Optimization exercise on an open flow, not production practice.
RTL: at most simulated, not proved equivalent.
Function not checked: run 1.
Power: default activity.

[flow/run.sh]
#!/bin/bash
# Standard layout, with the ports buffered by plain buffers (buf_4) instead of
# the default delay buffers, and timing repair free to change a cell's footprint.
set -euo pipefail
bash standard.sh "BUFFER_PORTS_ARGS=-buffer_cell sky130_fd_sc_hd__buf_4" MATCH_CELL_FOOTPRINT=0 finish > standard_flow.log 2>&1
[config.mk]
export PLATFORM = sky130hd
export DESIGN_NAME = mcu_test_sequencer
export DESIGN_NICKNAME = mcu_test_sequencer
export VERILOG_FILES = /design/flow/design.v
export SDC_FILE = /design/flow/constraint.sdc
export NUM_CORES = 4
export LEC_CHECK = 0
export CAP_MARGIN = 20
export CORE_MARGIN = 2
export CORE_UTILIZATION = 50
export CTS_CLUSTER_DIAMETER = 100
export CTS_CLUSTER_SIZE = 24
export SETUP_SLACK_MARGIN = 2.0
export SLEW_MARGIN = 20
export SYNTH_HIERARCHICAL = 1
[standard.sh]
#!/bin/bash
# synth_recipe.tcl (not shown) runs the flow's synth.tcl, then flattens the netlist and writes it again
# the make line also repeats each setting of config.mk as NAME=value (left out here)
make -C /OpenROAD-flow-scripts/flow DESIGN_CONFIG=/design/flow/config.mk WORK_HOME=/design/flow/orfs CLKGATE_MAP_FILE= SYNTH_SCRIPT=/design/flow/synth_recipe.tcl "${@:-finish}"
[design.v]
module mcu_test_sequencer #(
  parameter int unsigned DEPTH     = 64,
  parameter int unsigned ADDR_W    = $clog2(DEPTH),
  parameter int unsigned DATA_W    = 16,
  parameter bit          SIGN_EXT  = 1'b1,
  parameter int unsigned ROM_LAT   = 1,
  parameter logic [31:0] FINISH_PC = 32'h64,
  parameter int unsigned TIMEOUT   = 20'hFFFFF,
  parameter int unsigned CNT_W     = 20
) (
  input  logic              clk_sys,
  input  logic              rst_sync,
  input  logic              start,
  output logic [ADDR_W-1:0] rom_addr,
  input  logic [DATA_W-1:0] rom_rdata,
  output logic [ADDR_W-1:0] ram_addr,
  output logic              ram_we,
  output logic [DATA_W-1:0] ram_wdata,
  output logic              cpu_rst,
  input  logic [31:0]       cpu_pc,
  input  logic [31:0]       cpu_mem_addr,
  input  logic              cpu_mem_we,
  input  logic [31:0]       cpu_mem_wdata,
  output logic [31:0]       cpu_mem_rdata,
  output logic              busy,
  output logic              done,
  output logic              timeout_err,
  output logic [CNT_W-1:0]  cycle_cnt
);
  localparam logic [ADDR_W-1:0] IDX_LAST = ADDR_W'(DEPTH - 1);
  localparam logic [CNT_W-1:0]  RUN_LAST = CNT_W'(TIMEOUT - 1);
  localparam logic [31:0]       EXT_MASK =
    (DATA_W >= 32) ? 32'h0 : ~((32'h1 << DATA_W) - 32'h1);
  logic st_start_q, st_load_q, st_run_q, st_wb_q, st_done_q, st_err_q;
  logic st_start_d, st_load_d, st_run_d, st_wb_d, st_done_d, st_err_d;
  logic [ADDR_W-1:0] idx_q, idx_d;
  logic [CNT_W-1:0]  cnt_q, cnt_d;
  logic [7:0]        ilo_q, rhi_q, lhi_q;
  logic [31:0]       mem_q [DEPTH];
  logic [31:0]       ext_rdata;
  logic [31:0]       wdata;
  logic              cpu_in_range;
  logic              unused_byte_lane;
  logic              finish, tmo, go, idx_last, run_we;
  logic [7:2]        a, a_n;
  localparam int unsigned RD_SLICES = 4;
  localparam int unsigned RD_BITS   = 32 / RD_SLICES;
  logic [7:0]        sel_lo [RD_SLICES];
  logic [7:0]        sel_hi [RD_SLICES];
  logic [7:0]        wr_lo, wr_hi;
  logic [DEPTH-1:0]  wsel;
  logic [31:0]       rdata;
  assign ext_rdata = (SIGN_EXT && rom_rdata[DATA_W-1]) ? (32'(rom_rdata) | EXT_MASK)
                                                       : 32'(rom_rdata);
  assign a                = cpu_mem_addr[7:2];
  assign a_n              = ~cpu_mem_addr[7:2];
  assign unused_byte_lane = ^cpu_mem_addr[1:0];
  mcu_test_sequencer_zero24 u_range (.x(cpu_mem_addr[31:8]), .zero(cpu_in_range));
  assign finish   = (cpu_pc == FINISH_PC);
  assign tmo      = (cnt_q == RUN_LAST);
  assign go       = (st_done_q | st_err_q) & start;
  assign idx_last = (idx_q == IDX_LAST);
  assign run_we   = st_run_q & cpu_mem_we;
  always_comb begin
    st_start_d = 1'b0;
    st_load_d  = go | st_start_q | (st_load_q & ~idx_last);
    st_run_d   = (st_load_q & idx_last) | (st_run_q & ~finish & ~tmo);
    st_wb_d    = (st_run_q & finish) | (st_wb_q & ~idx_last);
    st_done_d  = (st_wb_q & idx_last) | (st_done_q & ~start);
    st_err_d   = (st_run_q & ~finish & tmo) | (st_err_q & ~start);
  end
  always_comb begin
    idx_d = idx_q;
    if (st_start_q | go | ((st_load_q | st_wb_q) & ~idx_last) | (st_run_q & finish))
      idx_d = st_start_q ? '0 : idx_q + 1'b1;
  end
  always_comb begin
    cnt_d = cnt_q;
    if (st_load_q)     cnt_d = '0;
    else if (st_run_q) cnt_d = cnt_q + 1'b1;
  end
  for (genvar j = 0; j < 8; j++) begin : g_sel
    logic x0, x1, x2, y0, y1, y2;
    assign x0 = j[0] ? a[2] : a_n[2];
    assign x1 = j[1] ? a[3] : a_n[3];
    assign x2 = j[2] ? a[4] : a_n[4];
    assign y0 = j[0] ? a[5] : a_n[5];
    assign y1 = j[1] ? a[6] : a_n[6];
    assign y2 = j[2] ? a[7] : a_n[7];
    for (genvar s = 0; s < RD_SLICES; s++) begin : g_slice
      mcu_test_sequencer_sel3 u_rlo (.en(st_run_q), .x0(x0), .x1(x1), .x2(x2),
                                     .alt(ilo_q[j]), .sel(sel_lo[s][j]));
      mcu_test_sequencer_sel4 u_rhi (.en(st_run_q), .ok(cpu_in_range), .x0(y0), .x1(y1), .x2(y2),
                                     .alt(rhi_q[j]), .sel(sel_hi[s][j]));
    end
    mcu_test_sequencer_sel3 u_wlo (.en(st_run_q), .x0(x0), .x1(x1), .x2(x2),
                                   .alt(ilo_q[j]), .sel(wr_lo[j]));
    mcu_test_sequencer_sel4 u_whi (.en(run_we), .ok(cpu_in_range), .x0(y0), .x1(y1), .x2(y2),
                                   .alt(lhi_q[j]), .sel(wr_hi[j]));
  end
  always_comb begin
    for (int i = 0; i < DEPTH; i++) wsel[i] = wr_lo[i % 8] & wr_hi[i / 8];
  end
  assign wdata = st_load_q ? ext_rdata : cpu_mem_wdata;
  for (genvar b = 0; b < 32; b++) begin : g_rd
    logic [7:0] grp_bit;
    for (genvar g = 0; g < 8; g++) begin : g_grp
      logic [7:0] word_bit;
      for (genvar j = 0; j < 8; j++) begin : g_w
        assign word_bit[j] = mem_q[8*g+j][b];
      end
      mcu_test_sequencer_ao8 u_lo (.sel(sel_lo[b / RD_BITS]), .d(word_bit), .y(grp_bit[g]));
    end
    mcu_test_sequencer_ao8 u_hi (.sel(sel_hi[b / RD_BITS]), .d(grp_bit), .y(rdata[b]));
  end
  always_ff @(posedge clk_sys or posedge rst_sync) begin
    if (rst_sync) begin
      st_start_q <= 1'b1;
      st_load_q  <= 1'b0;
      st_run_q   <= 1'b0;
      st_wb_q    <= 1'b0;
      st_done_q  <= 1'b0;
      st_err_q   <= 1'b0;
      ilo_q      <= '0;
      rhi_q      <= '0;
      lhi_q      <= '0;
    end else begin
      st_start_q <= st_start_d;
      st_load_q  <= st_load_d;
      st_run_q   <= st_run_d;
      st_wb_q    <= st_wb_d;
      st_done_q  <= st_done_d;
      st_err_q   <= st_err_d;
      for (int j = 0; j < 8; j++) begin
        ilo_q[j] <= ~st_run_d & (idx_d[2:0] == 3'(j));
        rhi_q[j] <= st_wb_d   & (idx_d[5:3] == 3'(j));
        lhi_q[j] <= st_load_d & (idx_d[5:3] == 3'(j));
      end
    end
  end
  always_ff @(posedge clk_sys) begin
    idx_q <= idx_d;
    cnt_q <= cnt_d;
  end
  always_ff @(posedge clk_sys) begin
    for (int i = 0; i < DEPTH; i++)
      if (wsel[i]) mem_q[i] <= wdata;
  end
  assign rom_addr      = st_start_q ? '0 : idx_q + 1'b1;
  assign ram_addr      = idx_q;
  assign ram_wdata     = rdata[DATA_W-1:0];
  assign cpu_mem_rdata = rdata;
  assign ram_we        = st_wb_q;
  assign cpu_rst       = ~st_run_q;
  assign busy          = st_load_q | st_run_q | st_wb_q;
  assign done          = st_done_q;
  assign timeout_err   = st_err_q;
  assign cycle_cnt     = cnt_q;
endmodule
module mcu_test_sequencer_ao8 (
  input  logic [7:0] sel,
  input  logic [7:0] d,
  output logic       y
);
  assign y = |(sel & d);
endmodule
module mcu_test_sequencer_sel3 (
  input  logic en,
  input  logic x0,
  input  logic x1,
  input  logic x2,
  input  logic alt,
  output logic sel
);
  assign sel = (en & x0 & x1 & x2) | alt;
endmodule
module mcu_test_sequencer_sel4 (
  input  logic en,
  input  logic ok,
  input  logic x0,
  input  logic x1,
  input  logic x2,
  input  logic alt,
  output logic sel
);
  assign sel = (en & ok & x0 & x1 & x2) | alt;
endmodule
module mcu_test_sequencer_zero24 (
  input  logic [23:0] x,
  output logic        zero
);
  assign zero = ~|x;
endmodule
[constraint.sdc]
create_clock -name core_clock -period 6.5 [get_ports {clk_sys}]
set_input_delay 1.3000 -clock core_clock [delete_from_list [all_inputs] [get_ports {clk_sys}]]
set_output_delay 1.3000 -clock core_clock [all_outputs]
set_load 0.01 [all_outputs]
==> impl_metrics.env, run 1 <==
export IMPL_status="no timing/DRC/antenna violations"
export IMPL_skew_ns=0.0454
export IMPL_seq_area_um2=62800
export IMPL_ys_warn_count=11
export IMPL_ios=201
export IMPL_drt_total_wl_mm=256
export IMPL_synthDominantCellAreaShare_pct=80.4
export IMPL_tightest_slew_ns=1.28
export IMPL_p_leak_nw=28.1
export IMPL_hold_path_class="flip-flop to flip-flop"
export IMPL_die_width_um=395
export IMPL_cts_tree="yes"
export IMPL_syn2layout_area_growth_pct=17.6
export IMPL_antenna_found_initial=9
export IMPL_num_vias=47600
export IMPL_die_area_um2=156000
export IMPL_crit_required_ns=5.20
export IMPL_multi_input_area_um2=15900
export IMPL_cp_max_fo=9
export IMPL_fin_crit_ns=4.91
export IMPL_grt_pass1_vias=45000
export IMPL_synth_cell_types=60
export IMPL_synth_edf_count=2048
export IMPL_drt_first_pass_iters=8
export IMPL_tns_ns=0
export IMPL_syn_nets=4144
export IMPL_clock_path_buffers=3
export IMPL_ys_ff_latch=2104
export IMPL_syn_avg_cell_area_um2=19.0
export IMPL_cts_sinks=2104
export IMPL_clk_latency_ns=0.76
export IMPL_drive_gt1_share_pct=23.2
export IMPL_initial_utilization_pct=50.4
export IMPL_async_flop_share_pct=1.43
export IMPL_vias_per_cell=7.01
export IMPL_finalHoldViolCount=0
export IMPL_fp_coreArea_um2=152000
export IMPL_cellPowerDensity_nw_per_um2=267
export IMPL_fp_dieH_um=395
export IMPL_clockRootBuffer="clkbuf_16"
export IMPL_grt_max_degree=65
export IMPL_yosysMostFrequentCell="edfxtp_1"
export IMPL_numCtsBuffers=97
export IMPL_fmax_mhz=204
export IMPL_fin_crit_sh_pct=75.5
export IMPL_cts_clk_slew_worst_paths_ns=0.09
export IMPL_irDropWorstVdd_uv=198
export IMPL_drv_cap=0
export IMPL_synth_top_area_cell="edfxtp_1"
export IMPL_cts_max_level=3
export IMPL_drv_slew=0
export IMPL_setup_violations=0
export IMPL_grt_pass1_wl_mm=349
export IMPL_place_congestion=0.827
export IMPL_drt_iter0_drc=7904
export IMPL_overflow=0
export IMPL_final_util_pct=59.2
export IMPL_netlist_instances=4025
export IMPL_crit_type="input pin to output pin"
export IMPL_numPortBuffers=198
export IMPL_synth_ff_type="edfxtp_1"
export IMPL_fillers=11000
export IMPL_drc=0
export IMPL_setup_worst_path_start_class="input pin"
export IMPL_postRouteAntennaNets=0
export IMPL_wl_per_cell_um=37.6
export IMPL_ys_top_cells_by_area="edfxtp_1, a22oi_1, nand4_1"
export IMPL_syn_area_um2=76500
export IMPL_final_nets=4831
export IMPL_end_kind="output pin"
export IMPL_yosysSeqAreaShare_pct=82.1
export IMPL_rsz0062_at_grt="true"
export IMPL_crit_arrival_ns=3.61
export IMPL_rows=143
export IMPL_synth_common_cells="edfxtp_1, a22oi_1, nand4_1"
export IMPL_dpl_hpwl_mm=129
export IMPL_maxSlewHeadroom_pct=14.8
export IMPL_grt_use_total_pct=31.7
-- metal layers --
layer	GRT usage, %	vias up	wire [um]
met5	0.0616	-	155
met4	11.8	12	11800
met3	9.00	667	34300
met2	48.1	3363	114000
met1	43.9	24500	95200
li1	-	19100	-
-- report_power, final --
group / switching (mW) / total [mW] / internal [mW]
clock: 4.05 / 7.01 / 2.96
sequential: 0.0612 / 15.0 / 14.9
combinational: 1.27 / 1.97 / 0.700
total: 5.38 / 24.0 / 18.6
-- final timing paths --
| kind | cells past startpoint | to | start | slack (ns) |
|---|---|---|---|---|
| worst min register to register | 2 | cnt_q[6]$_SDFFE_PP0P_ | cnt_q[6]$_SDFFE_PP0P_ | 0.55 |
| worst max register to register | 7 | mem_q[59][22]$_DFFE_PP_ | st_run_q$_DFF_PP0_ | 2.61 |
| max in group asynchronous | 3 | st_load_q$_DFF_PP0_ | rst_sync | 5.45 |
| worst min-delay path | 2 | cnt_q[6]$_SDFFE_PP0P_ | cnt_q[6]$_SDFFE_PP0P_ | 0.55 |
| min in group asynchronous | 3 | ilo_q[0]$_DFF_PP0_ | rst_sync | 0.69 |
| worst max-delay path | 10 | cpu_mem_rdata[17] | cpu_mem_addr[4] | 1.59 |
-- final cells by class --
cell class | instances | share of cell area (%)
Antenna cell | 4 | 0.0111
Clock buffer | 143 | 3.03
Clock inverter | 3 | 0.0487
Inverter | 35 | 0.171
Multi-Input combinational cell | 1895 | 17.7
Sequential cell | 2104 | 69.8
Tap cell | 2030 | 2.82
Timing Repair Buffer | 572 | 6.43
Timing Repair inverter | 7 | 0.0584
-- cell usage in the layout (no fill, tap or decap), types with 21 or more instances in the layout --
master	Yosys	final
dfxtp_1	26	26
clkbuf_16	0	123
and2_2	0	47
and3_1	43	38
a41o_2	0	24
buf_12	0	56
nand4_1	295	295
a31o_4	0	25
inv_1	34	28
buf_4	16	427
a22oi_2	0	175
nor3_1	21	21
a41o_4	0	49
edfxtp_1	2048	2048
buf_6	2	48
a22oi_1	1152	977
clkbuf_1	10	40
nor2_1	42	41
-- stage by stage --
stage | std cells | instance area [um2] | hold WS (ns) | total power, mW | worst slack (ns)
2_1_floorplan | 4025 | 76500 | 0.527 | 16.0 | 2.01
5_1_grt | 6790 | 90000 | 0.587 | 24.6 | 1.61
6_report | 6793 | 90000 | 0.549 | 24.0 | 1.59
3_5_place_dp | 6377 | 81900 | 0.522 | 16.7 | 0.844
3_3_place_gp | 6376 | 81900 | 0.513 | 16.7 | 0.853
4_1_cts | 6729 | 88600 | 0.540 | 23.8 | 1.71
-- worst max-delay path, cell delays in order --
cell	delay [ns]
buf_16	0.11
clkinvlp_4	0.19
buf_6	0.19
a41o_4	0.38
buf_6	0.17
a22oi_2	0.20
nand4_1	0.25
a22oi_2	0.36
nand4_1	0.23
buf_4	0.20
-- registers in the layout, indices dropped and copies added (netlist names), 6 cells and up --
name and cells:
cnt_q 20, idx_q 6, ilo_q 8, lhi_q 8
mem_q 2048, rhi_q 8
-- cell families (layout without fill, tap and decap cells) --
logic type,Yosys count,after routing,share of synthesized area [%]
AND/OR/NAND/NOR,527,527,4.14
flip-flops,2104,2104,82.1
XOR/XNOR,23,23,0.263
AO/OA/AOI/OAI,1271,1312,12.6
buffers and inverters,67,760,0.429
adder cells (fa/ha/maj),3,3,0.0491
multiplexers,29,29,0.414
other,1,5,0.00490
-- Yosys stat by module, one instance, submodules excluded --
module / cell area [um2] / cells / times used / flops+latches
mcu_test_sequencer: 65000 / 2456 / 1 / 2104
mcu_test_sequencer_ao8: 36.3 / 5 / 288 / 0
mcu_test_sequencer_sel3: 10.0 / 1 / 40 / 0
mcu_test_sequencer_sel4: 15.0 / 2 / 40 / 0
mcu_test_sequencer_zero24: 57.6 / 9 / 1 / 0
-- what timing repair did --
item                                    4_1_cts  5_1_grt
buffers inserted                            147       45
hold buffers                                  0        0
endpoints found under the setup margin       48       48
gates cloned                                 59       12
gates resized for setup                     329      140
pin swaps                                    95      128
==> inputs of run 2 (changes only) <==
--- a/design.v
+++ b/design.v
@@ -42,8 +42,8 @@
   logic              cpu_in_range;
   logic              unused_byte_lane;
   logic              finish, tmo, go, idx_last, run_we;
-  logic [7:2]        a, a_n;
-  localparam int unsigned RD_SLICES = 4;
+  logic [5:0]        a;
+  localparam int unsigned RD_SLICES = 8;
   localparam int unsigned RD_BITS   = 32 / RD_SLICES;
   logic [7:0]        sel_lo [RD_SLICES];
   logic [7:0]        sel_hi [RD_SLICES];
@@ -53,7 +53,6 @@
   assign ext_rdata = (SIGN_EXT && rom_rdata[DATA_W-1]) ? (32'(rom_rdata) | EXT_MASK)
                                                        : 32'(rom_rdata);
   assign a                = cpu_mem_addr[7:2];
-  assign a_n              = ~cpu_mem_addr[7:2];
   assign unused_byte_lane = ^cpu_mem_addr[1:0];
   mcu_test_sequencer_zero24 u_range (.x(cpu_mem_addr[31:8]), .zero(cpu_in_range));
   assign finish   = (cpu_pc == FINISH_PC);
@@ -79,25 +78,14 @@
     if (st_load_q)     cnt_d = '0;
     else if (st_run_q) cnt_d = cnt_q + 1'b1;
   end
-  for (genvar j = 0; j < 8; j++) begin : g_sel
-    logic x0, x1, x2, y0, y1, y2;
-    assign x0 = j[0] ? a[2] : a_n[2];
-    assign x1 = j[1] ? a[3] : a_n[3];
-    assign x2 = j[2] ? a[4] : a_n[4];
-    assign y0 = j[0] ? a[5] : a_n[5];
-    assign y1 = j[1] ? a[6] : a_n[6];
-    assign y2 = j[2] ? a[7] : a_n[7];
-    for (genvar s = 0; s < RD_SLICES; s++) begin : g_slice
-      mcu_test_sequencer_sel3 u_rlo (.en(st_run_q), .x0(x0), .x1(x1), .x2(x2),
-                                     .alt(ilo_q[j]), .sel(sel_lo[s][j]));
-      mcu_test_sequencer_sel4 u_rhi (.en(st_run_q), .ok(cpu_in_range), .x0(y0), .x1(y1), .x2(y2),
-                                     .alt(rhi_q[j]), .sel(sel_hi[s][j]));
-    end
-    mcu_test_sequencer_sel3 u_wlo (.en(st_run_q), .x0(x0), .x1(x1), .x2(x2),
-                                   .alt(ilo_q[j]), .sel(wr_lo[j]));
-    mcu_test_sequencer_sel4 u_whi (.en(run_we), .ok(cpu_in_range), .x0(y0), .x1(y1), .x2(y2),
-                                   .alt(lhi_q[j]), .sel(wr_hi[j]));
+  for (genvar s = 0; s < RD_SLICES; s++) begin : g_slice
+    mcu_test_sequencer_dec u_rd (.a(a), .en_lo(st_run_q), .en_hi(st_run_q), .ok(cpu_in_range),
+                                 .alt_lo(ilo_q), .alt_hi(rhi_q),
+                                 .sel_lo(sel_lo[s]), .sel_hi(sel_hi[s]));
   end
+  mcu_test_sequencer_dec u_wr (.a(a), .en_lo(st_run_q), .en_hi(run_we), .ok(cpu_in_range),
+                               .alt_lo(ilo_q), .alt_hi(lhi_q),
+                               .sel_lo(wr_lo), .sel_hi(wr_hi));
   always_comb begin
     for (int i = 0; i < DEPTH; i++) wsel[i] = wr_lo[i % 8] & wr_hi[i / 8];
   end
@@ -164,26 +152,22 @@
 );
   assign y = |(sel & d);
 endmodule
-module mcu_test_sequencer_sel3 (
-  input  logic en,
-  input  logic x0,
-  input  logic x1,
-  input  logic x2,
-  input  logic alt,
-  output logic sel
+module mcu_test_sequencer_dec (
+  input  logic [5:0] a,
+  input  logic       en_lo,
+  input  logic       en_hi,
+  input  logic       ok,
+  input  logic [7:0] alt_lo,
+  input  logic [7:0] alt_hi,
+  output logic [7:0] sel_lo,
+  output logic [7:0] sel_hi
 );
-  assign sel = (en & x0 & x1 & x2) | alt;
-endmodule
-module mcu_test_sequencer_sel4 (
-  input  logic en,
-  input  logic ok,
-  input  logic x0,
-  input  logic x1,
-  input  logic x2,
-  input  logic alt,
-  output logic sel
-);
-  assign sel = (en & ok & x0 & x1 & x2) | alt;
+  always_comb begin
+    for (int j = 0; j < 8; j++) begin
+      sel_lo[j] = (en_lo & (a[2:0] == 3'(j))) | alt_lo[j];
+      sel_hi[j] = (en_hi & ok & (a[5:3] == 3'(j))) | alt_hi[j];
+    end
+  end
 endmodule
 module mcu_test_sequencer_zero24 (
   input  logic [23:0] x,
==> flow/run.sh (replaced) <==
#!/bin/bash
# Standard layout, with the ports buffered by plain buffers (buf_4) instead of
# the default delay buffers.
set -euo pipefail
bash standard.sh "BUFFER_PORTS_ARGS=-buffer_cell sky130_fd_sc_hd__buf_4" finish > standard_flow.log 2>&1
==> impl_metrics.env, run 2 <==
export IMPL_drv_cap=0
export IMPL_grt_use_total_pct=29.8
export IMPL_synth_edf_count=2048
export IMPL_setup_worst_path_start_class="input pin"
export IMPL_drv_slew=0
export IMPL_ys_ff_latch=2104
export IMPL_drt_total_wl_mm=239
export IMPL_tightest_slew_ns=1.28
export IMPL_largest_reg_flops=2048
export IMPL_crit_required_ns=5.20
export IMPL_mostFrequentLayoutCell="edfxtp_1"
export IMPL_fp_dieH_um=398
export IMPL_die_width_um=398
export IMPL_syn_nets=4267
export IMPL_grt_pass1_wl_mm=332
export IMPL_final_cell_mix="edfxtp_1, a22oi_1, buf_4"
export IMPL_grt_pass1_vias=43600
export IMPL_clockRootBuffer="clkbuf_16"
export IMPL_skew_ns=0.0425
export IMPL_cts_max_level=3
export IMPL_postRouteAntennaNets=0
export IMPL_synthDominantCellAreaShare_pct=79.2
export IMPL_finalHoldViolCount=0
export IMPL_synth_cell_types=70
export IMPL_fp_coreArea_um2=154000
export IMPL_end_kind="output pin"
export IMPL_cellPowerDensity_nw_per_um2=268
export IMPL_crit_arrival_ns=3.51
export IMPL_cts_clk_slew_worst_paths_ns=0.10
export IMPL_synth_ff_type="edfxtp_1"
export IMPL_cts_sinks=2104
export IMPL_ios=201
export IMPL_rows=144
export IMPL_rsz0062_at_grt="true"
export IMPL_syn2layout_area_growth_pct=13.0
export IMPL_num_vias=46100
export IMPL_final_util_pct=56.9
export IMPL_die_area_um2=158000
export IMPL_largestRegisters="mem_q x2048, cnt_q x20"
export IMPL_ys_warn_count=12
export IMPL_cp_max_fo=4
export IMPL_place_congestion=0.826
export IMPL_fin_crit_sh_pct=74.0
export IMPL_ys_top_cells_by_area="edfxtp_1, a22oi_1, nand4_1"
export IMPL_vias_per_cell=6.88
export IMPL_syn_area_um2=77600
export IMPL_drt_iter0_drc=6388
export IMPL_grt_max_degree=65
export IMPL_tns_ns=0
export IMPL_irDropWorstVdd_uv=225
export IMPL_numCtsBuffers=98
export IMPL_numPortBuffers=198
export IMPL_cts_tree="yes"
export IMPL_status="no timing/DRC/antenna violations"
export IMPL_fmax_mhz=208
export IMPL_hold_path_class="flip-flop to flip-flop"
export IMPL_drt_first_pass_iters=8
export IMPL_synth_top_area_cell="edfxtp_1"
export IMPL_syn_avg_cell_area_um2=18.7
export IMPL_netlist_instances=4148
export IMPL_yosysMostFrequentCell="edfxtp_1"
export IMPL_maxSlewHeadroom_pct=14.5
export IMPL_crit_type="input pin to output pin"
export IMPL_wl_per_cell_um=35.7
export IMPL_drc=0
export IMPL_final_nets=4721
export IMPL_postCtsHoldBufs=0
export IMPL_p_leak_nw=27.1
export IMPL_regMostFlops="mem_q"
export IMPL_drive_gt1_share_pct=17.7
export IMPL_setup_violations=0
export IMPL_yosysSeqAreaShare_pct=80.9
export IMPL_synth_common_cells="edfxtp_1, a22oi_1, nand4_1"
export IMPL_clock_path_buffers=3
export IMPL_clk_latency_ns=0.78
export IMPL_initial_utilization_pct=50.4
export IMPL_fin_crit_ns=4.81
export IMPL_async_flop_share_pct=1.43
export IMPL_antenna_found_initial=7
export IMPL_dpl_hpwl_mm=132
export IMPL_overflow=0
## run 2: cell count changes in the layout (fill, tap and decap cells not counted), moves of 21 or more
cell and delta:
buf_4 -110, clkbuf_16 -21, o21bai_2 +28, a41o_4 -25, and3_1 -35, inv_1 +34, buf_12 -44, a22oi_2 -119
a22oi_1 +119
## run 2: worst paths after layout
check                              startpoint                 endpoint  slack (ns)  cells past startpoint
max                          cpu_mem_addr[31]             ram_wdata[5]        1.69                     12
min                        st_err_q$_DFF_PP0_       st_err_q$_DFF_PP0_        0.55                      1
max reg2reg                st_run_q$_DFF_PP0_  mem_q[50][10]$_DFFE_PP_        2.55                      7
min reg2reg                st_err_q$_DFF_PP0_       st_err_q$_DFF_PP0_        0.55                      1
max in group asynchronous            rst_sync      st_load_q$_DFF_PP0_        5.51                      3
min in group asynchronous            rst_sync        st_wb_q$_DFF_PP0_        0.65                      3
## run 2: kinds of logic (layout without fill, tap and decap cells)
group                    count (synthesis)  after routing  share of synthesized area, %
multiplexers                            27             27                         0.380
adder cells (fa/ha/maj)                  3              3                        0.0484
XOR/XNOR                                20             20                         0.226
flip-flops                            2104           2104                          80.9
AO/OA/AOI/OAI                         1340           1345                          13.2
buffers and inverters                   98            582                         0.588
other                                    1             16                       0.00483
AND/OR/NAND/NOR                        555            555                          4.66
## run 2: timing repair
action,4_1_cts,5_1_grt
endpoints found under the setup margin,48,48
pin swaps,52,33
gates resized for setup,232,35
gates cloned,8,1
setup buffers,28,9
## run 2: stage by stage
step           hold slack, ns  area (um2)  std cells  setup WS, ns  total power, mW
2_1_floorplan           0.535       77700       4148          1.95             16.1
3_3_place_gp            0.527       82900       6500         0.994             16.7
3_5_place_dp            0.523       82900       6500         0.963             16.7
4_1_cts                 0.556       87300       6671          1.75             23.5
5_1_grt                 0.590       87700       6684          1.65             24.1
6_report                0.555       87700       6696          1.69             23.5
## run 2: area by class of cell
cell class / instances / area, um2
Inverter: 65 / 248
Clock buffer: 130 / 2660
Timing Repair Buffer: 382 / 3410
Antenna cell: 15 / 37.5
Multi-Input combinational cell: 1951 / 15900
Clock inverter: 5 / 56.3
Tap cell: 2044 / 2560
Sequential cell: 2104 / 62800
Fill cell: 11700 / 66300
## run 2: worst max-delay path, cell delays in order
cell and delay, ns:
buf_6 0.09, nor4_4 0.27, nand4_1 0.18, nor2_4 0.22
buf_12 0.18, buf_4 0.12, nand3b_4 0.15, o21bai_2 0.40
a22oi_2 0.16, nand4_1 0.17, buf_6 0.16, buf_6 0.11
## run 2: layer usage
metal / vias to the layer above / routed length, um / GRT usage [%]
met3: 403 / 28600 / 6.75
met2: 2873 / 108000 / 44.3
met4: 6 / 8910 / 11.1
met1: 23900 / 93700 / 43.2
li1: 18800 / - / -
met5: - / 133 / 0.272
## run 2: power breakdown
group,internal [mW],switching (mW)
Sequential,14.9,0.0462
Combinational,0.481,1.09
Clock,2.88,4.05
## run 2: modules after synthesis (local to each module, per instance)
| module | cell area [um2] | flops+latches |
|---|---|---|
| mcu_test_sequencer | 65100 | 2104 |
| mcu_test_sequencer_dec | 226 | 0 |
| mcu_test_sequencer_zero24 | 57.6 | 0 |
| mcu_test_sequencer_ao8 | 36.3 | 0 |
Testbench counts of run 2, summed over its fixed seeds: cycles 14,809.
==> inputs of run 3 (changes only) <==
--- a/design.v
+++ b/design.v
@@ -43,7 +43,7 @@
   logic              unused_byte_lane;
   logic              finish, tmo, go, idx_last, run_we;
   logic [5:0]        a;
-  localparam int unsigned RD_SLICES = 8;
+  localparam int unsigned RD_SLICES = 4;
   localparam int unsigned RD_BITS   = 32 / RD_SLICES;
   logic [7:0]        sel_lo [RD_SLICES];
   logic [7:0]        sel_hi [RD_SLICES];
==> impl_metrics.env, run 3 <==
export IMPL_status="no timing/DRC/antenna violations"
export IMPL_drv_cap=0
export IMPL_regMostFlops="mem_q"
export IMPL_cp_max_fo=12
export IMPL_place_congestion=0.793
export IMPL_vias_per_cell=7.05
export IMPL_cts_max_level=3
export IMPL_p_comb_share_pct=5.9
export IMPL_grt_pass1_vias=45200
export IMPL_p_int_mw=18.2
export IMPL_ios=201
export IMPL_syn2layout_area_growth_pct=18.0
export IMPL_drc=0
export IMPL_synth_common_cells="edfxtp_1, a22oi_1, nand4_1"
export IMPL_rows=143
export IMPL_whs_path_depth=2
export IMPL_fmax_mhz=208
export IMPL_maxSlewHeadroom_pct=13.4
export IMPL_dpl_hpwl_mm=126
export IMPL_syn_avg_cell_area_um2=19.0
export IMPL_rsz0062_at_grt="true"
export IMPL_crit_arrival_ns=3.51
export IMPL_crit_type="input pin to output pin"
export IMPL_syn_area_um2=76600
export IMPL_reg2reg_from="st_run_q$_DFF_PP0_"
export IMPL_cts_sinks=2104
export IMPL_fin_crit_ns=4.81
export IMPL_clock_path_buffers=3
export IMPL_cts_clk_slew_worst_paths_ns=0.09
export IMPL_syn_nets=4148
export IMPL_fin_crit_sh_pct=74.0
export IMPL_ys_warn_count=12
export IMPL_die_width_um=395
export IMPL_synth_top_area_cell="edfxtp_1"
export IMPL_overflow=0
export IMPL_numPortBuffers=198
export IMPL_p_total_mw=23.2
export IMPL_num_vias=48100
export IMPL_crit_required_ns=5.20
export IMPL_initial_utilization_pct=50.4
export IMPL_skew_ns=0.0224
export IMPL_cts_tree="yes"
export IMPL_hold_path_class="flip-flop to flip-flop"
export IMPL_antenna_found_initial=8
export IMPL_grt_pass1_wl_mm=356
export IMPL_setup_worst_path_start_class="input pin"
export IMPL_power_share_clock_pct=29.8
export IMPL_drive_gt1_share_pct=23.8
export IMPL_fp_dieH_um=395
export IMPL_setup_violations=0
export IMPL_ys_top_cells_by_area="edfxtp_1, a22oi_1, nand4_1"
export IMPL_fp_coreArea_um2=152000
export IMPL_final_nets=4869
export IMPL_p_leak_nw=28.3
export IMPL_numCtsBuffers=97
export IMPL_clockRootBuffer="clkbuf_16"
export IMPL_p_seq_share_pct=64.3
export IMPL_synthDominantCellAreaShare_pct=80.3
export IMPL_drt_first_pass_iters=6
export IMPL_synth_edf_count=2048
export IMPL_cellPowerDensity_nw_per_um2=257
export IMPL_async_flop_share_pct=1.43
export IMPL_wl_per_cell_um=38.6
export IMPL_clk_latency_ns=0.77
export IMPL_switchingPower_mw=4.98
export IMPL_largestRegisters="mem_q x2048, cnt_q x20"
export IMPL_irDropWorstVdd_uv=205
export IMPL_drt_total_wl_mm=263
export IMPL_tightest_slew_ns=1.30
export IMPL_end_kind="output pin"
export IMPL_grt_busiest_layer="met2"
export IMPL_tns_ns=0
export IMPL_min_from="cnt_q[11]$_SDFFE_PP0P_"
export IMPL_power_share_switching_pct=21.5
export IMPL_min_to="cnt_q[11]$_SDFFE_PP0P_"
export IMPL_r2r_slack_ns=2.49
export IMPL_mostFrequentLayoutCell="edfxtp_1"
export IMPL_rr_endpoint="mem_q[61][10]$_DFFE_PP_"
export IMPL_postCtsHoldBufs=0
export IMPL_use_met1_pct=44.9
export IMPL_drt_iter0_drc=7920
export IMPL_synth_cell_types=57
export IMPL_largest_reg_flops=2048
export IMPL_postRouteAntennaNets=0
export IMPL_drv_slew=0
export IMPL_grt_use_total_pct=32.7
export IMPL_yosysMostFrequentCell="edfxtp_1"
export IMPL_met3_usage_pct=8.05
export IMPL_synth_ff_type="edfxtp_1"
export IMPL_final_cell_mix="edfxtp_1, a22oi_1, buf_4"
export IMPL_use_met2_pct=49.7
export IMPL_ys_ff_latch=2104
export IMPL_yosysSeqAreaShare_pct=82.0
export IMPL_grt_max_degree=65
export IMPL_finalHoldViolCount=0
export IMPL_netlist_instances=4029
export IMPL_die_area_um2=156000
export IMPL_worstRegToRegCells=8
[run 3: cell types whose count changed after synthesis, moves of 6 or more]
cell / before / now
o21bai_1: 55 / 30
a31o_1: 36 / 20
inv_1: 63 / 48
a41o_2: 27 / 15
nand2b_1: 20 / 11
o31ai_2: 18 / 10
mux2_2: 15 / 22
nand2_1: 27 / 20
nand4_1: 298 / 292
nor2_1: 42 / 36
nor3_1: 15 / 21
[run 3: Yosys stat by module (local to each module, per instance)]
| module | cells | cell area, um2 | copies in the design |
|---|---|---|---|
| mcu_test_sequencer | 2445 | 65000 | 1 |
| mcu_test_sequencer_ao8 | 5 | 36.3 | 288 |
| mcu_test_sequencer_dec | 27 | 226 | 5 |
| mcu_test_sequencer_zero24 | 9 | 57.6 | 1 |
[run 3: how the worst max path moves through the flow]
stage,end,start,depth (start not counted)
after floorplan,cpu_mem_rdata[16],cpu_mem_addr[4],6
after global placement,cpu_mem_rdata[1],cpu_mem_addr[22],9
after detailed placement,cpu_mem_rdata[1],cpu_mem_addr[22],9
after CTS,cpu_mem_rdata[14],cpu_mem_addr[3],10
after global routing,cpu_mem_rdata[3],cpu_mem_addr[15],12
final,cpu_mem_rdata[14],cpu_mem_addr[2],9
[run 3: kinds of logic after synthesis]
logic type | share of synthesized area [%]
flip-flops | 82.0
buffers and inverters | 0.488
XOR/XNOR | 0.240
adder cells (fa/ha/maj) | 0.0490
multiplexers | 0.428
AO/OA/AOI/OAI | 12.6
other | 0.00490
AND/OR/NAND/NOR | 4.21
[run 3: timing repair]
| item | in CTS | in global routing |
|---|---|---|
| gates cloned | 88 | 10 |
| setup endpoints to repair | 48 | 48 |
| buffers inserted | 157 | 22 |
| gates resized for setup | 352 | 80 |
| pin swaps | 155 | 106 |
[run 3: final cells by class]
| cell class | count | area [um2] |
|---|---|---|
| multi-input combinational | 1919 | 16300 |
| sequential | 2104 | 62800 |
| inverter | 49 | 214 |
| clock inverter | 3 | 21.3 |
| tap | 2030 | 2540 |
| timing repair buffer | 579 | 5910 |
| clock buffer | 122 | 2650 |
| fill | 11100 | 61700 |
| antenna | 5 | 12.5 |
[run 3: critical path: stages]
cell and delay, ns:
buf_16 0.15, clkinvlp_4 0.14, buf_4 0.20, a31o_2 0.40, a22oi_1 0.28, nand4_1 0.16
a22oi_2 0.37, nand4_1 0.26, buf_4 0.22
[run 3: power by group through the flow]
stage / combinational [mW] / clock [mW] / sequential, mW
6_report: 1.37 / 6.91 / 14.9
5_1_grt: 1.42 / 7.37 / 14.9
4_1_cts: 1.29 / 6.94 / 14.9
3_5_place_dp: 0.988 / 0 / 15.2
3_3_place_gp: 0.970 / 0 / 15.2
2_1_floorplan: 0.504 / 0 / 15.2
[run 3: layer usage]
metal / wire (um) / vias to the layer above
met1: 95300 / 24700
met3: 34600 / 708
met5: 127 / -
li1: - / 19100
met4: 13800 / 16
met2: 119000 / 3535
[run 3: stage by stage]
stage	instances	utilization [%]	setup slack [ns]	hold WS (ns)	instance area [um2]
after floorplan	4029	-	2.01	0.515	76600
after global placement	6402	54.1	0.821	0.486	82200
after CTS	6773	58.9	1.77	0.524	89600
final	6811	59.4	1.69	0.525	90400
after global routing	6807	59.4	1.71	0.537	90400
after detailed placement	6403	54.1	0.847	0.506	82300
Testbench counts of run 3, summed over its fixed seeds: cycles 14,809.
==> inputs of run 4 (changes only) <==
--- a/design.v
+++ b/design.v
@@ -43,7 +43,7 @@
   logic              unused_byte_lane;
   logic              finish, tmo, go, idx_last, run_we;
   logic [5:0]        a;
-  localparam int unsigned RD_SLICES = 4;
+  localparam int unsigned RD_SLICES = 8;
   localparam int unsigned RD_BITS   = 32 / RD_SLICES;
   logic [7:0]        sel_lo [RD_SLICES];
   logic [7:0]        sel_hi [RD_SLICES];
==> flow/run.sh (replaced) <==
#!/bin/bash
# Standard layout, with the ports buffered by plain buffers (buf_1) instead of
# the default delay buffers.
set -euo pipefail
bash standard.sh "BUFFER_PORTS_ARGS=-buffer_cell sky130_fd_sc_hd__buf_1" finish > standard_flow.log 2>&1
--- a/config.mk
+++ b/config.mk
@@ -10,6 +10,6 @@
 export CORE_UTILIZATION = 50
 export CTS_CLUSTER_DIAMETER = 100
 export CTS_CLUSTER_SIZE = 24
-export SETUP_SLACK_MARGIN = 2.0
+export SETUP_SLACK_MARGIN = 2.5
 export SLEW_MARGIN = 20
 export SYNTH_HIERARCHICAL = 1
==> impl_metrics.env, run 4 <==
export IMPL_status="no timing/DRC/antenna violations"
export IMPL_drive_gt1_share_pct=17.2
export IMPL_grt_pass1_vias=44000
export IMPL_regMostFlops="mem_q"
export IMPL_cpMostUsedCell="nand4_1"
export IMPL_drc=0
export IMPL_largestRegisters="mem_q x2048, cnt_q x20"
export IMPL_postCtsHoldBufs=0
export IMPL_ys_top_cells_by_area="edfxtp_1, a22oi_1, nand4_1"
export IMPL_final_util_pct=57.3
export IMPL_yosysSeqAreaShare_pct=80.9
export IMPL_numCtsBuffers=97
export IMPL_synth_common_cells="edfxtp_1, a22oi_1, nand4_1"
export IMPL_syn_avg_cell_area_um2=18.7
export IMPL_syn_nets=4267
export IMPL_final_nets=4784
export IMPL_placed_area_um2=82500
export IMPL_cts_max_level=3
export IMPL_synth_cell_types=70
export IMPL_mostFrequentLayoutCell="edfxtp_1"
export IMPL_antenna_found_initial=9
export IMPL_fin_crit_sh_pct=74.1
export IMPL_holdWs_ns=0.547
export IMPL_netlist_instances=4148
export IMPL_drt_iter0_drc=6076
export IMPL_syn2layout_area_growth_pct=13.7
export IMPL_finalHoldViolCount=0
export IMPL_rows=144
export IMPL_fin_area_um2=88200
export IMPL_skew_ns=0.0375
export IMPL_drt_total_wl_mm=239
export IMPL_syn_area_um2=77600
export IMPL_drv_cap=0
export IMPL_dpl_hpwl_mm=133
export IMPL_fin_crit_ns=4.82
export IMPL_synth_ff_type="edfxtp_1"
export IMPL_place_congestion=0.826
export IMPL_irDropWorstVdd_uv=249
export IMPL_p_leak_nw=27.0
export IMPL_drt_first_pass_iters=6
export IMPL_cts_tree="yes"
export IMPL_synth_top_area_cell="edfxtp_1"
export IMPL_setup_worst_path_start_class="flip-flop"
export IMPL_tns_ns=0
export IMPL_path_cells="a41o_4, a22oi_1, nand4_1, a22oi_2, nand4_1, buf_2"
export IMPL_setup_violations=0
export IMPL_crit_type="flip-flop to output pin"
export IMPL_critPathMaxStageDelay_ns=0.74
export IMPL_dpl_cell_count=6524
export IMPL_cp_max_fo=32
export IMPL_maxSlewHeadroom_pct=19.3
export IMPL_fp_dieH_um=398
export IMPL_rsz0062_at_grt="true"
export IMPL_ys_ff_latch=2104
export IMPL_largest_reg_flops=2048
export IMPL_clock_path_buffers=3
export IMPL_num_vias=46100
export IMPL_cellPowerDensity_nw_per_um2=266
export IMPL_final_cells=6733
export IMPL_crit_arrival_ns=3.52
export IMPL_async_flop_share_pct=1.43
export IMPL_overflow=0
export IMPL_final_cell_mix="edfxtp_1, a22oi_1, nand4_1"
export IMPL_synth_edf_count=2048
export IMPL_grt_max_degree=65
export IMPL_critical_path_slowest_cell="dfrtp_1"
export IMPL_cts_sinks=2104
export IMPL_crit_required_ns=5.20
export IMPL_die_width_um=398
export IMPL_postRouteAntennaNets=0
export IMPL_initial_utilization_pct=50.4
export IMPL_clk_latency_ns=0.77
export IMPL_cts_clk_slew_worst_paths_ns=0.10
export IMPL_fp_coreArea_um2=154000
export IMPL_tightest_slew_ns=1.21
export IMPL_ios=201
export IMPL_die_area_um2=158000
export IMPL_grt_use_total_pct=29.5
export IMPL_clockRootBuffer="clkbuf_16"
export IMPL_ys_warn_count=12
export IMPL_wl_per_cell_um=35.6
export IMPL_yosysMostFrequentCell="edfxtp_1"
export IMPL_drv_slew=0
export IMPL_hold_path_class="flip-flop to flip-flop"
export IMPL_grt_pass1_wl_mm=331
export IMPL_fmax_mhz=208
export IMPL_numPortBuffers=198
export IMPL_end_kind="output pin"
export IMPL_synthDominantCellAreaShare_pct=79.2
export IMPL_vias_per_cell=6.85
[run 4: modules after synthesis (local to each module, per instance)]
module	area [um2]	flip-flops and latches	times used	cells inside
mcu_test_sequencer	65100	2104	1	2456
mcu_test_sequencer_zero24	57.6	0	1	9
mcu_test_sequencer_ao8	36.3	0	288	5
mcu_test_sequencer_dec	226	0	9	27
[run 4: what timing repair did]
item,in CTS,in global routing
cloned,14,7
pin swaps,64,76
setup endpoints to repair,736,387
resized for setup,302,161
setup buffers,33,31
[run 4: cell families after synthesis]
kind of cell	share of synthesized area, %
other	0.00483
and+or+nand+nor	4.66
buffers and inverters	0.588
xor gates and xnor gates	0.226
muxes	0.380
AOI/OAI and AO/OA	13.2
adders and majority gates	0.0484
DFF	80.9
[run 4: area by class of cell]
cell class / count / area, um2
sequential: 2104 / 62800
fill: 11600 / 65800
clock buffer: 111 / 2570
multi-input combinational: 1952 / 16400
timing repair buffer: 445 / 3620
tap: 2044 / 2560
antenna: 8 / 20.0
inverter: 65 / 255
clock inverter: 4 / 52.6
[run 4: routing by layer]
metal	wire length, um	up-vias	GRT usage [%]
li1	-	19000	-
met1	95400	24200	42.7
met2	111000	2666	45.2
met3	25500	322	5.89
met4	7500	10	9.70
met5	67	-	0.545
[run 4: critical path: cells and delay by family (launching register included)]
| family | cells | cell delay, ns |
|---|---|---|
| buffers and inverters | 1 | 0.24 |
| AO/OA/AOI/OAI | 3 | 1.25 |
| AND/OR/NAND/NOR | 2 | 0.51 |
| flip-flops | 1 | 0.74 |
[run 4: power breakdown]
group | internal, mW | switching (mW) | total, mW
sequential | 14.9 | 0.0525 | 15.0
clock | 2.84 | 3.98 | 6.83
combinational | 0.502 | 1.10 | 1.60
[run 4: path summary, 6_finish.rpt]
kind	cells past startpoint	endpoint	slack [ns]	from
min	1	st_err_q$_DFF_PP0_	0.55	st_err_q$_DFF_PP0_
max in group asynchronous	3	st_load_q$_DFF_PP0_	5.45	rst_sync
min reg2reg	1	st_err_q$_DFF_PP0_	0.55	st_err_q$_DFF_PP0_
max	6	cpu_mem_rdata[4]	1.68	ilo_q[7]$_DFF_PP0_
max reg2reg	7	mem_q[29][0]$_DFFE_PP_	2.72	st_run_q$_DFF_PP0_
min in group asynchronous	3	ilo_q[0]$_DFF_PP0_	0.63	rst_sync
[run 4: through the flow]
step	power, mW	setup WS (ns)
finish	23.4	1.68
global route	24.0	1.69
CTS	23.4	1.73
detailed placement	16.7	0.839
global placement	16.7	0.850
floorplan	16.1	1.95
Testbench counts of run 4, summed over its fixed seeds: cycles 14,809.
==> inputs of run 5 (changes only) <==
--- a/config.mk
+++ b/config.mk
@@ -10,6 +10,7 @@
 export CORE_UTILIZATION = 50
 export CTS_CLUSTER_DIAMETER = 100
 export CTS_CLUSTER_SIZE = 24
-export SETUP_SLACK_MARGIN = 2.5
+export PLACE_DENSITY = 0.65
+export SETUP_SLACK_MARGIN = 2.0
 export SLEW_MARGIN = 20
 export SYNTH_HIERARCHICAL = 1
==> impl_metrics.env, run 5 <==
export IMPL_clockRootBuffer="clkbuf_16"
export IMPL_rows=144
export IMPL_drv_cap=0
export IMPL_synthDominantCellAreaShare_pct=79.2
export IMPL_largestRegisters="mem_q x2048, cnt_q x20"
export IMPL_p_comb_share_pct=7.3
export IMPL_final_cells=6796
export IMPL_crit_required_ns=5.20
export IMPL_status="no timing/DRC/antenna violations"
export IMPL_fmax_mhz=204
export IMPL_dpl_cell_count=6524
export IMPL_fp_coreArea_um2=154000
export IMPL_switchingPower_mw=5.31
export IMPL_p_leak_nw=27.3
export IMPL_met2_wirelength_mm=111
export IMPL_numCtsBuffers=98
export IMPL_maxSlewHeadroom_pct=7.80
export IMPL_cts_clk_slew_worst_paths_ns=0.11
export IMPL_hold_path_class="flip-flop to flip-flop"
export IMPL_drt_iter0_drc=7359
export IMPL_power_share_switching_pct=22.5
export IMPL_async_flop_share_pct=1.43
export IMPL_dpl_hpwl_mm=131
export IMPL_wl_per_cell_um=36.3
export IMPL_skew_ns=0.0512
export IMPL_top_layer_used="met5"
export IMPL_synth_common_cells="edfxtp_1, a22oi_1, nand4_1"
export IMPL_p_seq_share_pct=63.6
export IMPL_yosysSeqAreaShare_pct=80.9
export IMPL_die_width_um=398
export IMPL_wl_met1_mm=92.1
export IMPL_syn2layout_area_growth_pct=14.8
export IMPL_setup_worst_path_start_class="flip-flop"
export IMPL_fin_crit_sh_pct=75.6
export IMPL_mostFrequentLayoutCell="edfxtp_1"
export IMPL_synth_top_area_cell="edfxtp_1"
export IMPL_post_place_ws_ns=0.839
export IMPL_grt_max_degree=65
export IMPL_fin_crit_ns=4.91
export IMPL_ys_warn_count=12
export IMPL_num_vias=47900
export IMPL_final_nets=4821
export IMPL_power_share_clock_pct=29.1
export IMPL_end_kind="output pin"
export IMPL_cp_max_fo=21
export IMPL_syn_avg_cell_area_um2=18.7
export IMPL_largest_reg_flops=2048
export IMPL_netlist_instances=4148
export IMPL_setup_violations=0
export IMPL_initial_utilization_pct=50.4
export IMPL_numPortBuffers=198
export IMPL_vias_per_cell=7.05
export IMPL_finalHoldViolCount=0
export IMPL_cts_max_level=3
export IMPL_tightest_slew_ns=1.38
export IMPL_synth_ff_type="edfxtp_1"
export IMPL_cts_sinks=2104
export IMPL_synth_edf_count=2048
export IMPL_antenna_found_initial=7
export IMPL_crit_arrival_ns=3.61
export IMPL_crit_type="flip-flop to output pin"
export IMPL_postRouteAntennaNets=0
export IMPL_yosysMostFrequentCell="edfxtp_1"
export IMPL_regMostFlops="mem_q"
export IMPL_grt_pass1_vias=43800
export IMPL_rsz0062_at_grt="true"
export IMPL_syn_nets=4267
export IMPL_tns_ns=0
export IMPL_worst_slack_ns=1.59
export IMPL_place_congestion=0.841
export IMPL_drv_slew=0
export IMPL_postCtsHoldBufs=0
export IMPL_syn_area_um2=77600
export IMPL_die_area_um2=158000
export IMPL_clk_latency_ns=0.78
export IMPL_p_int_mw=18.3
export IMPL_irDropWorstVdd_uv=222
export IMPL_drc=0
export IMPL_cts_tree="yes"
export IMPL_cellPowerDensity_nw_per_um2=265
export IMPL_ios=201
export IMPL_synth_cell_types=70
export IMPL_clock_path_buffers=3
export IMPL_drive_gt1_share_pct=18.2
export IMPL_grt_use_total_pct=29.7
export IMPL_route_met3_wl_mm=33.6
export IMPL_overflow=0
export IMPL_final_cell_mix="edfxtp_1, a22oi_1, nand4_1"
export IMPL_ys_top_cells_by_area="edfxtp_1, a22oi_1, nand4_1"
export IMPL_drt_total_wl_mm=246
export IMPL_fp_dieH_um=398
export IMPL_grt_pass1_wl_mm=332
export IMPL_drt_first_pass_iters=6
export IMPL_ys_ff_latch=2104
export IMPL_final_util_pct=57.8
[run 5: critical path, cell delays in order, from the launching register on]
cell and delay (ns):
dfrtp_1 0.84, a31o_4 0.57, buf_4 0.27, a22oi_1 0.20
nand4_1 0.11, a22oi_1 0.26, nand4_1 0.31, buf_2 0.24
[run 5: layout make-up]
type / instances / area (um2)
flip-flops and latches: 2104 / 62800
diodes: 23 / 57.6
multi-input cells: 1970 / 16700
inverters: 65 / 267
clock buffers: 120 / 2560
fillers: 11300 / 65000
well taps: 2044 / 2560
clock inverters: 7 / 106
repair buffers: 463 / 4020
[run 5: metrics by stage]
step           hold WS, ns  instance area, um2  power (mW)
5_1_grt              0.580               89000        24.1
3_5_place_dp         0.529               82700        16.7
6_report             0.550               89100        23.6
3_3_place_gp         0.519               82700        16.7
4_1_cts              0.547               87500        23.5
2_1_floorplan        0.535               77700        16.1
[run 5: worst paths after layout]
path	cells past startpoint	slack [ns]	from	to
worst max-delay path	7	1.59	ilo_q[2]$_DFF_PP0_	cpu_mem_rdata[1]
worst min-delay path	2	0.55	cnt_q[14]$_SDFFE_PP0P_	cnt_q[14]$_SDFFE_PP0P_
worst max register to register	7	2.67	st_run_q$_DFF_PP0_	mem_q[58][28]$_DFFE_PP_
worst min register to register	2	0.55	cnt_q[14]$_SDFFE_PP0P_	cnt_q[14]$_SDFFE_PP0P_
max in group asynchronous	3	5.57	rst_sync	st_load_q$_DFF_PP0_
min in group asynchronous	3	0.58	rst_sync	st_err_q$_DFF_PP0_
[run 5: layer usage]
layer  vias to the layer above  global-route usage (%)
met1                     24700                    42.4
met2                      3595                    44.7
li1                      19100                       -
met4                         2                    10.1
met5                         -                       0
met3                       545                    7.75
[run 5: kinds of logic after synthesis]
group | share of synthesized area [%]
compound gates | 13.2
xor+xnor | 0.226
fa+ha+maj | 0.0484
buf+inv | 0.588
flops | 80.9
mux | 0.380
other cells | 0.00483
simple gates | 4.66
[run 5: timing repair]
item,4_1_cts,5_1_grt
cloned,14,22
pin swaps,74,109
setup endpoints to repair,48,48
resized for setup,309,161
setup buffers,47,39
[run 5: Yosys stat by module, one instance, submodules excluded]
module | area, um2 | cells inside
mcu_test_sequencer_zero24 | 57.6 | 9
mcu_test_sequencer_ao8 | 36.3 | 5
mcu_test_sequencer_dec | 226 | 27
mcu_test_sequencer | 65100 | 2456
[run 5: power by group through the flow]
stage	Combinational, mW	Sequential, mW	Clock, mW
final	1.73	15.0	6.87
after global routing	1.81	15.0	7.33
after global placement	1.42	15.3	0
after detailed placement	1.45	15.3	0
after floorplan	0.781	15.3	0
after CTS	1.58	15.0	6.91
==> inputs of run 6 (changes only) <==
--- a/config.mk
+++ b/config.mk
@@ -10,7 +10,6 @@
 export CORE_UTILIZATION = 50
 export CTS_CLUSTER_DIAMETER = 100
 export CTS_CLUSTER_SIZE = 24
-export PLACE_DENSITY = 0.65
 export SETUP_SLACK_MARGIN = 2.0
 export SLEW_MARGIN = 20
 export SYNTH_HIERARCHICAL = 1
==> impl_metrics.env, run 6 <==
export IMPL_postRouteAntennaNets=0
export IMPL_yosysMostFrequentCell="edfxtp_1"
export IMPL_syn_area_um2=77600
export IMPL_die_area_um2=158000
export IMPL_fin_crit_sh_pct=72.7
export IMPL_grt_max_degree=65
export IMPL_place_congestion=0.832
export IMPL_placed_area_um2=82500
export IMPL_grt_pass1_wl_mm=330
export IMPL_drv_cap=0
export IMPL_switchingPower_mw=5.17
export IMPL_clk_latency_ns=0.76
export IMPL_synth_simple_area_share_pct=4.66
export IMPL_fp_dieH_um=398
export IMPL_tns_ns=0
export IMPL_grt_pass1_vias=43300
export IMPL_synthDominantCellAreaShare_pct=79.2
export IMPL_status="no timing/DRC/antenna violations"
export IMPL_numPortBuffers=198
export IMPL_synth_adder_area_share_pct=0.0484
export IMPL_setup_worst_path_start_class="input pin"
export IMPL_synth_area_mux_share_pct=0.380
export IMPL_final_nets=4798
export IMPL_clock_path_buffers=3
export IMPL_mostFrequentLayoutCell="edfxtp_1"
export IMPL_crit_type="input pin to output pin"
export IMPL_p_int_mw=18.3
export IMPL_cts_tree="yes"
export IMPL_cp_max_fo=16
export IMPL_hold_path_class="flip-flop to flip-flop"
export IMPL_clockRootBuffer="clkbuf_16"
export IMPL_synth_compound_area_share_pct=13.2
export IMPL_drt_first_pass_iters=5
export IMPL_p_comb_share_pct=6.9
export IMPL_rsz0062_at_grt="true"
export IMPL_irDropWorstVdd_uv=204
export IMPL_vias_per_cell=6.90
export IMPL_synth_common_cells="edfxtp_1, a22oi_1, nand4_1"
export IMPL_syn2layout_area_growth_pct=13.9
export IMPL_cts_max_level=3
export IMPL_largest_reg_flops=2048
export IMPL_setup_violations=0
export IMPL_fp_coreArea_um2=154000
export IMPL_fillers=11500
export IMPL_syn_avg_cell_area_um2=18.7
export IMPL_yosysSeqAreaShare_pct=80.9
export IMPL_grt_use_total_pct=29.6
export IMPL_synth_top_area_cell="edfxtp_1"
export IMPL_fin_crit_ns=4.72
export IMPL_drv_slew=0
export IMPL_regMostFlops="mem_q"
export IMPL_dpl_hpwl_mm=133
export IMPL_maxSlewHeadroom_pct=14.1
export IMPL_p_leak_nw=27.1
export IMPL_ys_warn_count=12
export IMPL_cts_sinks=2104
export IMPL_overflow=0
export IMPL_synth_ff_type="edfxtp_1"
export IMPL_crit_required_ns=5.20
export IMPL_synth_top_family_by_area="compound AO/OA/AOI/OAI gates"
export IMPL_syn_nets=4267
export IMPL_yosys_area_share_xor_xnor_pct=0.226
export IMPL_cellPowerDensity_nw_per_um2=266
export IMPL_antenna_found_initial=10
export IMPL_fin_area_um2=88400
export IMPL_tightest_slew_ns=1.29
export IMPL_numCtsBuffers=97
export IMPL_ios=201
export IMPL_final_cell_mix="edfxtp_1, a22oi_1, nand4_1"
export IMPL_ys_top_cells_by_area="edfxtp_1, a22oi_1, nand4_1"
export IMPL_skew_ns=0.0371
export IMPL_async_flop_share_pct=1.43
export IMPL_end_kind="output pin"
export IMPL_netlist_instances=4148
export IMPL_drt_total_wl_mm=243
export IMPL_p_seq_share_pct=63.9
export IMPL_power_share_switching_pct=22.0
export IMPL_drive_gt1_share_pct=17.5
export IMPL_initial_utilization_pct=50.4
export IMPL_rows=144
export IMPL_num_vias=46700
export IMPL_wl_per_cell_um=35.9
export IMPL_die_width_um=398
export IMPL_power_share_clock_pct=29.2
export IMPL_cts_clk_slew_worst_paths_ns=0.10
export IMPL_crit_arrival_ns=3.42
export IMPL_synth_edf_count=2048
export IMPL_ys_ff_latch=2104
export IMPL_drt_iter0_drc=6410
export IMPL_synth_cell_types=70
export IMPL_largestRegisters="mem_q x2048, cnt_q x20"
export IMPL_finalHoldViolCount=0
export IMPL_drc=0
export IMPL_fmax_mhz=212
==> run 6: power by group through the flow <==
stage	logic, mW	clock network, mW	registers (mW)
after floorplan	0.781	0	15.3
after global placement	1.39	0	15.3
after detailed placement	1.42	0	15.3
after CTS	1.52	6.93	15.0
after global routing	1.71	7.38	15.0
final	1.62	6.86	15.0
==> run 6: cell type report <==
cell class | instances | area (um2) | share of cell area [%]
clock inverters | 2 | 13.8 | 0.0156
well taps | 2044 | 2560 | 2.89
diodes | 25 | 62.6 | 0.0708
flip-flops and latches | 2104 | 62800 | 71.0
multi-input cells | 1959 | 16500 | 18.6
inverters | 65 | 251 | 0.285
repair buffers | 452 | 3620 | 4.10
clock buffers | 114 | 2640 | 2.99
==> run 6: metrics by stage <==
step / utilization, % / total power, mW / worst slack (ns) / hold slack (ns) / instances
CTS: 56.5 / 23.5 / 1.75 / 0.545 / 6693
detailed placement: 53.5 / 16.7 / 0.838 / 0.523 / 6532
floorplan: - / 16.1 / 1.95 / 0.535 / 4148
global route: 57.4 / 24.1 / 1.72 / 0.593 / 6750
global placement: 53.5 / 16.7 / 0.913 / 0.520 / 6532
finish: 57.4 / 23.5 / 1.78 / 0.552 / 6765
==> run 6: final timing paths <==
kind / start / to / slack [ns] / depth (start not counted)
setup / recovery: cpu_mem_addr[4] / cpu_mem_rdata[16] / 1.78 / 9
hold / removal: cnt_q[11]$_SDFFE_PP0P_ / cnt_q[11]$_SDFFE_PP0P_ / 0.55 / 2
setup reg to reg: st_run_q$_DFF_PP0_ / mem_q[22][0]$_DFFE_PP_ / 2.59 / 7
hold reg to reg: cnt_q[11]$_SDFFE_PP0P_ / cnt_q[11]$_SDFFE_PP0P_ / 0.55 / 2
max in group asynchronous: rst_sync / ilo_q[5]$_DFF_PP0_ / 5.58 / 3
min in group asynchronous: rst_sync / st_done_q$_DFF_PP0_ / 0.58 / 3
==> run 6: modules after synthesis (local to each module, per instance) <==
module | times used | area [um2]
mcu_test_sequencer_dec | 9 | 226
mcu_test_sequencer_zero24 | 1 | 57.6
mcu_test_sequencer | 1 | 65100
mcu_test_sequencer_ao8 | 288 | 36.3
==> run 6: repair_timing <==
action | 4_1_cts | 5_1_grt
endpoints found under the setup margin | 48 | 48
resized for setup | 286 | 174
pin swaps | 66 | 73
setup buffers | 35 | 32
cloned | 10 | 15
hold buffers | 0 | 0
==> run 6: kinds of logic (layout without fill, tap and decap cells) <==
| logic type | count (synthesis) | after routing |
|---|---|---|
| buffers and inverters | 98 | 633 |
| multiplexers | 27 | 27 |
| AO/OA/AOI/OAI | 1340 | 1353 |
| adder cells (fa/ha/maj) | 3 | 3 |
| AND/OR/NAND/NOR | 555 | 555 |
| XOR/XNOR | 20 | 20 |
| flip-flops | 2104 | 2104 |
| other | 1 | 26 |
==> run 6: worst max-delay path, stage by stage <==
cell	delay (ns)
clkbuf_16	0.16
buf_12	0.16
buf_12	0.15
a41o_4	0.41
a22oi_1	0.20
nand4_1	0.28
a22oi_2	0.27
nand4_1	0.24
buf_2	0.23
==> run 6: metal layers <==
| metal | vias to the layer above | track usage [%] | share of wire, % |
|---|---|---|---|
| met3 | 453 | 6.78 | 12 |
| met5 | - | 0 | 0.030 |
| met1 | 24200 | 42.6 | 39 |
| met4 | 6 | 9.89 | 3.7 |
| met2 | 2983 | 44.9 | 45 |
| li1 | 19000 | - | - |
==> inputs of run 7 (changes only) <==
--- a/config.mk
+++ b/config.mk
@@ -9,7 +9,7 @@
 export CORE_MARGIN = 2
 export CORE_UTILIZATION = 50
 export CTS_CLUSTER_DIAMETER = 100
-export CTS_CLUSTER_SIZE = 24
+export CTS_CLUSTER_SIZE = 28
 export SETUP_SLACK_MARGIN = 2.0
 export SLEW_MARGIN = 20
 export SYNTH_HIERARCHICAL = 1
==> impl_metrics.env, run 7 <==
export IMPL_status="no timing/DRC/antenna violations"
export IMPL_p_comb_share_pct=7.2
export IMPL_use_met1_pct=42.6
export IMPL_regMostFlops="mem_q"
export IMPL_p_seq_share_pct=65.1
export IMPL_place_congestion=0.832
export IMPL_fp_dieH_um=398
export IMPL_ys_warn_count=12
export IMPL_netlist_instances=4148
export IMPL_wl_per_cell_um=36.5
export IMPL_cp_max_fo=32
export IMPL_vias_per_cell=6.96
export IMPL_tns_ns=0
export IMPL_grt_pass1_wl_mm=331
export IMPL_postRouteAntennaNets=0
export IMPL_clockRootBuffer="clkbuf_16"
export IMPL_synthDominantCellAreaShare_pct=79.2
export IMPL_min_to="cnt_q[11]$_SDFFE_PP0P_"
export IMPL_postCtsHoldBufs=0
export IMPL_ios=201
export IMPL_numCtsBuffers=85
export IMPL_drc=0
export IMPL_grt_use_total_pct=29.7
export IMPL_grt_max_degree=65
export IMPL_syn_area_um2=77600
export IMPL_initial_utilization_pct=50.4
export IMPL_cts_clk_slew_worst_paths_ns=0.11
export IMPL_fmax_mhz=209
export IMPL_min_from="cnt_q[11]$_SDFFE_PP0P_"
export IMPL_irDropWorstVdd_uv=196
export IMPL_crit_type="flip-flop to output pin"
export IMPL_ys_ff_latch=2104
export IMPL_drv_slew=0
export IMPL_numPortBuffers=198
export IMPL_crit_required_ns=5.20
export IMPL_tightest_slew_ns=1.36
export IMPL_fillers=11500
export IMPL_syn_avg_cell_area_um2=18.7
export IMPL_met3_usage_pct=7.07
export IMPL_drt_total_wl_mm=247
export IMPL_yosysSeqAreaShare_pct=80.9
export IMPL_hold_path_class="flip-flop to flip-flop"
export IMPL_final_nets=4795
export IMPL_drv_cap=0
export IMPL_final_cell_mix="edfxtp_1, a22oi_1, nand4_1"
export IMPL_synth_top_area_cell="edfxtp_1"
export IMPL_die_width_um=398
export IMPL_drt_first_pass_iters=6
export IMPL_synth_top_family_by_area="compound AO/OA/AOI/OAI gates"
export IMPL_r2r_slack_ns=2.60
export IMPL_drt_iter0_drc=6704
export IMPL_use_met2_pct=44.6
export IMPL_num_vias=47100
export IMPL_maxSlewHeadroom_pct=9.50
export IMPL_cts_sinks=2104
export IMPL_final_util_pct=57.3
export IMPL_rows=144
export IMPL_fp_coreArea_um2=154000
export IMPL_largestRegisters="mem_q x2048, cnt_q x20"
export IMPL_grt_busiest_layer="met2"
export IMPL_setup_worst_path_start_class="flip-flop"
export IMPL_power_share_switching_pct=22.2
export IMPL_yosysMostFrequentCell="edfxtp_1"
export IMPL_synth_edf_count=2048
export IMPL_overflow=0
export IMPL_mostFrequentLayoutCell="edfxtp_1"
export IMPL_rr_endpoint="mem_q[22][12]$_DFFE_PP_"
export IMPL_synth_compound_area_share_pct=13.2
export IMPL_grt_pass1_vias=43400
export IMPL_drive_gt1_share_pct=17.6
export IMPL_fin_crit_sh_pct=73.8
export IMPL_power_share_clock_pct=27.7
export IMPL_finalHoldViolCount=0
export IMPL_async_flop_share_pct=1.43
export IMPL_setup_violations=0
export IMPL_synth_simple_area_share_pct=4.66
export IMPL_yosys_area_share_xor_xnor_pct=0.226
export IMPL_clock_path_buffers=3
export IMPL_ys_top_cells_by_area="edfxtp_1, a22oi_1, nand4_1"
export IMPL_antenna_found_initial=11
export IMPL_whs_path_depth=2
export IMPL_fin_crit_ns=4.79
export IMPL_skew_ns=0.0394
export IMPL_largest_reg_flops=2048
export IMPL_reg2reg_from="st_run_q$_DFF_PP0_"
export IMPL_cts_max_level=3
export IMPL_synth_cell_types=70
export IMPL_cellPowerDensity_nw_per_um2=261
export IMPL_dpl_hpwl_mm=133
export IMPL_switchingPower_mw=5.13
export IMPL_end_kind="output pin"
export IMPL_synth_area_mux_share_pct=0.380
export IMPL_clk_latency_ns=0.75
export IMPL_die_area_um2=158000
export IMPL_rsz0062_at_grt="true"
export IMPL_syn_nets=4267
export IMPL_cts_tree="yes"
export IMPL_synth_ff_type="edfxtp_1"
export IMPL_p_int_mw=17.9
export IMPL_synth_common_cells="edfxtp_1, a22oi_1, nand4_1"
export IMPL_crit_arrival_ns=3.49
export IMPL_synth_adder_area_share_pct=0.0484
export IMPL_worstRegToRegCells=6
export IMPL_syn2layout_area_growth_pct=13.6
export IMPL_p_leak_nw=27.0
==> run 7: cell counts after synthesis <==
Identical to the previous run, type by type.
==> run 7: per-module statistics from Yosys, one instance, submodules excluded <==
| module | cells inside | copies in the design |
|---|---|---|
| mcu_test_sequencer_dec | 27 | 9 |
| mcu_test_sequencer_ao8 | 5 | 288 |
| mcu_test_sequencer | 2456 | 1 |
| mcu_test_sequencer_zero24 | 9 | 1 |
==> run 7: through the flow <==
stage	worst slack [ns]	cells	hold WS (ns)	cell area [um2]	power [mW]
6_report	1.71	6768	0.553	88200	23.1
3_3_place_gp	0.913	6532	0.520	82500	16.7
2_1_floorplan	1.95	4148	0.535	77700	16.1
4_1_cts	1.74	6687	0.551	86700	23.0
5_1_grt	1.71	6749	0.594	88200	23.6
3_5_place_dp	0.838	6532	0.523	82500	16.7
==> run 7: worst max path at each step <==
stage                  startpoint           endpoint  slack [ns]  cells after the start
2_1_floorplan    cpu_mem_addr[29]       ram_wdata[0]        1.95                      8
3_3_place_gp      cpu_mem_addr[2]  cpu_mem_rdata[16]        0.91                     10
3_5_place_dp      cpu_mem_addr[4]   cpu_mem_rdata[0]        0.84                     10
4_1_cts          cpu_mem_addr[31]  cpu_mem_rdata[25]        1.74                     11
5_1_grt          cpu_mem_addr[31]  cpu_mem_rdata[31]        1.71                     11
6_report       st_run_q$_DFF_PP0_   cpu_mem_rdata[7]        1.71                     10
==> run 7: routing by layer <==
layer	vias to the layer above	wire [um]
met2	3054	111000
met1	24500	95900
met3	493	30000
met4	6	10100
met5	-	40
li1	19100	-
==> run 7: what timing repair did <==
action	CTS	global route
resized for setup	288	180
pin swaps	70	89
setup endpoints to repair	48	48
buffers inserted	37	28
cloned	13	23
==> run 7: power by group through the flow <==
stage               logic [mW]  registers [mW]  clock network [mW]
floorplan                0.781            15.3                   0
global placement          1.39            15.3                   0
detailed placement        1.42            15.3                   0
CTS                       1.53            15.0                6.45
global route              1.74            15.0                6.88
finish                    1.66            15.0                6.38
==> run 7: cell families (layout without fill, tap and decap cells) <==
family	Yosys count	after routing
AOI/OAI and AO/OA	1340	1359
xor gates and xnor gates	20	20
adders and majority gates	3	3
buffers and inverters	98	625
DFF	2104	2104
muxes	27	27
other	1	31
and+or+nand+nor	555	555
==> run 7: worst max-delay path, cell delays in order (launching register included) <==
cell and delay [ns]:
dfrtp_4 0.60, buf_6 0.22, nor2b_4 0.18, a31o_1 0.27, buf_12 0.20, a22oi_2 0.22
nand4_1 0.31, a22oi_2 0.30, nand4_1 0.15, buf_6 0.17, buf_6 0.11
==> run 7: area by class of cell <==
type	instances	area (um2)	area share (%)
Timing Repair Buffer	455	3710	4.21
Clock inverter	2	38.8	0.0440
Tap cell	2044	2560	2.90
Multi-Input combinational cell	1965	16500	18.8
Clock buffer	103	2240	2.54
Antenna cell	30	75.1	0.0851
Inverter	65	255	0.289
Sequential cell	2104	62800	71.2
